This is an optimization exercise on Yosys and OpenROAD, whose aim is small area, not a production implementation.
Power and IR drop assume default switching activity. No driver is modelled on the clock port, so clocking that relies on it looks cheaper here than on a real chip.

==> run a: inputs <==
## sobel_image_processor
module sobel_image_processor
#(
  parameter int WIDTH      = 100,
  parameter int DATA_WIDTH = 8
) (
  input  logic                    clk,
  input  logic                    rst_n,
  input  logic                    shift_en,
  input  logic [3*DATA_WIDTH-1:0] data_in,
  output logic [3*DATA_WIDTH-1:0] out_pixel
);
==> flow/config.mk <==
export PLATFORM = sky130hd
export DESIGN_NAME = sobel_image_processor
export DESIGN_NICKNAME = sobel_image_processor
export VERILOG_FILES = /design/flow/design.v
export SDC_FILE = /design/flow/constraint.sdc
export NUM_CORES = 4
export LEC_CHECK = 0
export CAP_MARGIN = 20
export CORE_MARGIN = 2
export CORE_UTILIZATION = 60
export SLEW_MARGIN = 20
==> flow/constraint.sdc <==
create_clock -name core_clock -period 10.0 [get_ports {clk}]
set_input_delay 2.0000 -clock core_clock [delete_from_list [all_inputs] [get_ports {clk}]]
set_output_delay 2.0000 -clock core_clock [all_outputs]
set_load 0.01 [all_outputs]
standard.sh (not shown) runs the stock make flow with config.mk's settings and CLKGATE_MAP_FILE= SYNTH_SCRIPT=/design/flow/synth_recipe.tcl, a recipe that flattens the netlist after the stock synthesis.
==> flow/flow/run.sh <==
#!/bin/bash
# Layout flow: the standard flow (standard.sh) with three changes.
#  1. After the standard synthesis, fa_polarity.py picks for every full-adder
#     cell its plain or its dual form (FA(~a,~b,~c) = ~FA(a,b,c)) so that the
#     netlist needs fewer inverters; registers are not touched.
#  2. Clock tree synthesis runs without dummy loads.
#  3. Ports are buffered with sky130_fd_sc_hd__buf_1.
# Each tool's output goes to a log of its own in this folder.
set -euo pipefail
source flow/settings.sh
bash standard.sh synth > standard_synth.log 2>&1
R=orfs/results/sky130hd/sobel_image_processor/base
cp $R/1_2_yosys.v $R/1_2_yosys_standard.v
python3 flow/fa_polarity.py $R/1_2_yosys_standard.v $R/1_2_yosys.v > fa_polarity.log 2>&1
rm -f $R/1_synth.odb $R/1_synth.sdc
bash standard.sh finish > standard_finish.log 2>&1
==> flow/flow/settings.sh <==
# Settings for run.sh, read by the ORFS make through the environment.
export CTS_ARGS="-sink_clustering_enable -repair_clock_nets -dont_use_dummy_load -sink_clustering_size 36 -sink_clustering_max_diameter 70 -buf_list sky130_fd_sc_hd__clkbuf_16"
export BUFFER_PORTS_ARGS="-buffer_cell sky130_fd_sc_hd__buf_1"
Other scripts of this flow, unchanged in this note and not shown: flow/flow/fa_polarity.py
==> inputs of run b, as changes to run a <==
==> flow/flow/settings.sh (replaced) <==
# Settings for run.sh, read by the ORFS make through the environment.
export CTS_ARGS="-sink_clustering_enable -repair_clock_nets -dont_use_dummy_load -sink_clustering_size 40 -sink_clustering_max_diameter 60 -buf_list sky130_fd_sc_hd__clkbuf_16"
export BUFFER_PORTS_ARGS="-buffer_cell sky130_fd_sc_hd__buf_1"
--- a/flow/config.mk
+++ b/flow/config.mk
@@ -8,4 +8,5 @@
 export CAP_MARGIN = 20
 export CORE_MARGIN = 2
-export CORE_UTILIZATION = 60
+export CORE_UTILIZATION = 70
+export PLACE_DENSITY = 0.8
 export SLEW_MARGIN = 20
==> comparison <==
Run b completed with no timing, DRC or antenna violations. Run a went through all stages and came out clean.
In area after synthesis, run a and run b do not differ.
Of run a and run b, run b has the higher clock-buffer cell count (gap 13).
Clock skew: run b is higher than run a (0.025 ns).
In flip-flop and latch count, run a and run b do not differ.
Clock power: run a is lower than run b (about 9%).
Global-route usage: run a is lower than run b (4.8 points).
Worst hold slack: run a is better than run b (0.075 ns).
Register-to-register slack: run a is better than run b (0.03 ns).
Critical path depth: run a is higher than run b (1).
No functional check of the RTL was part of any run of this note.

==> exp/delta <==
sobel_image_processor, a different RTL version from the one above (not shown whole).
clock: 10.0 ns
lec_check: 0
cap_margin: 20
core_margin: 2
core_utilization: 60
slew_margin: 20
==> flow/flow/settings.sh <==
# Settings for run.sh, read by the ORFS make through the environment.
export CTS_ARGS="-sink_clustering_enable -repair_clock_nets -dont_use_dummy_load -sink_clustering_size 36 -sink_clustering_max_diameter 60 -buf_list sky130_fd_sc_hd__clkbuf_16"
export BUFFER_PORTS_ARGS="-buffer_cell sky130_fd_sc_hd__buf_1"
Scripts as last shown in full above: flow/flow/run.sh
Other scripts of this flow, unchanged in this note and not shown: flow/flow/fa_polarity.py
==> exp/violet: changes against exp/delta <==
==> flow/flow/settings.sh (replaced) <==
# Settings for run.sh, read by the ORFS make through the environment.
export CTS_ARGS="-sink_clustering_enable -repair_clock_nets -dont_use_dummy_load -sink_clustering_size 32 -sink_clustering_max_diameter 90 -buf_list sky130_fd_sc_hd__clkbuf_16"
export BUFFER_PORTS_ARGS="-buffer_cell sky130_fd_sc_hd__buf_1"
==> exp/amber: changes against exp/delta <==
==> flow/flow/settings.sh (replaced) <==
# Settings for run.sh, read by the ORFS make through the environment.
export CTS_ARGS="-sink_clustering_enable -repair_clock_nets -dont_use_dummy_load -sink_clustering_size 34 -sink_clustering_max_diameter 70 -buf_list sky130_fd_sc_hd__clkbuf_16"
export BUFFER_PORTS_ARGS="-buffer_cell sky130_fd_sc_hd__buf_1"
==> exp/umber: changes against exp/delta <==
==> flow/flow/settings.sh (replaced) <==
# Settings for run.sh, read by the ORFS make through the environment.
export CTS_ARGS="-sink_clustering_enable -repair_clock_nets -dont_use_dummy_load -sink_clustering_size 36 -sink_clustering_max_diameter 70 -buf_list sky130_fd_sc_hd__clkbuf_16"
export BUFFER_PORTS_ARGS="-buffer_cell sky130_fd_sc_hd__buf_1"
CORE_UTILIZATION = 55   (was 60)
==> flow_metrics.tcl <==
set metrics [dict create \
    drt_wl_total_mm 64.5 \
    crit_path_end "out_reg[0]" \
    comb_power_share 0.187 \
    slew-limit-headroom 0.350 \
    use_met3 0.0260 \
    p_clk_frac 0.246 \
    min_from "u_lb2.mem[96][3]" \
    status "no timing/DRC/antenna violations" \
    timing.critical_path.depth 31 \
    r2r-end "out_reg[0]" \
    h-tree-depth 3 \
    drtIter0Drc 1672 \
    route.met2.wl_mm 26.8 \
]
Source of the figures above: exp/delta

==> flow_metrics.tcl <==
set metrics [dict create \
    p_clk_frac 0.219 \
    timing.critical_path.depth 33 \
    h-tree-depth 3 \
    antenna_found_initial 1 \
    drt_wl_total_mm 64.5 \
    skew_ns 0.0680 \
    status "no timing/DRC/antenna violations" \
    min_from "u_lb1.mem[91][6]" \
    syn_avg_cell_area_sq_um 27.0 \
    multi_input_area_share 0.0608 \
    crit_path_end "out_reg[4]" \
    use_met3 0.0232 \
    cp.arrival_ns 9.98 \
    largest_cell_class "sequential cells" \
    comb_power_share 0.192 \
    cp-start-kind "register" \
    grt_pass1_vias 17300 \
    slew-limit-headroom 0.261 \
    syn2layout_area_growth_pct 7.07 \
]
Source of the figures above: exp/umber

==> flow_metrics.tcl <==
set metrics [dict create \
    antenna_cells 0 \
    min_from "u_lb2.mem[96][7]" \
    status "no timing/DRC/antenna violations" \
    drt_wl_total_mm 63.5 \
    drtIter0Drc 1813 \
    p_clk_frac 0.212 \
    slew-limit-headroom 0.345 \
    route.met2.wl_mm 26.7 \
    comb_power_share 0.196 \
    power_switching_uw 3530 \
    busiest_layer "met1" \
    timing.critical_path.depth 32 \
    die_y_um 302 \
    r2r-end "out_reg[2]" \
    crit_path_end "out_reg[2]" \
    startpoint "w[2][0]" \
]
Source of the figures above: exp/amber

==> flow_metrics.tcl <==
set metrics [dict create \
    p_clk_frac 0.202 \
    route.met2.wl_mm 26.6 \
    timing.critical_path.depth 32 \
    status "no timing/DRC/antenna violations" \
    comb_power_share 0.196 \
    r2r-end "out_reg[2]" \
    h-tree-depth 2 \
    use_met3 0.0213 \
    num_vias 17400 \
    min_from "u_lb1.mem[94][6]" \
    crit_path_end "out_reg[2]" \
    drt_wl_total_mm 63.1 \
    drtIter0Drc 1750 \
    slew-limit-headroom 0.312 \
]
Source of the figures above: exp/violet

No functional check of the RTL was part of any run of this note.

## afterwards: timing with drivers on the ports
No port has a modelled driver above. Below, the same layouts with a new extraction and two added sets of constraints.
Step 1: set_driving_cell puts a clkbuf_16 on clk and a buf_2 on each other input, an assumption about the parent block.
Step 2 also shifts input and output timing later by t, the mid clock arrival at the registers, as if the neighbouring blocks saw the same clock.
a / b / c = ideal / step 1 / step 2; a / b = the first two.
| run | shift t [ns] | setup slack, ns | cell pins on the clock port's net |
|---|---|---|---|
| run a | 0.697 | 0.310 / 0.310 / 0.310 | 1 |
| run b | 0.675 | 0.278 / 0.278 / 0.160 | 1 |
| exp/delta | 0.709 | 0.411 / 0.411 / -0.036 | 1 |
| exp/violet | 0.689 | 0.465 / 0.465 / 0.038 | 1 |
| exp/amber | 0.663 | 0.462 / 0.462 / 0.010 | 1 |
| exp/umber | 0.666 | 0.465 / 0.465 / -0.002 | 1 |
With both steps, setup timing fails in exp/delta and exp/umber, where it was met with ideal ports. The setup slack of exp/umber, which loses most, moves by 0.000 ns with the drivers and by -0.467 ns with both steps.
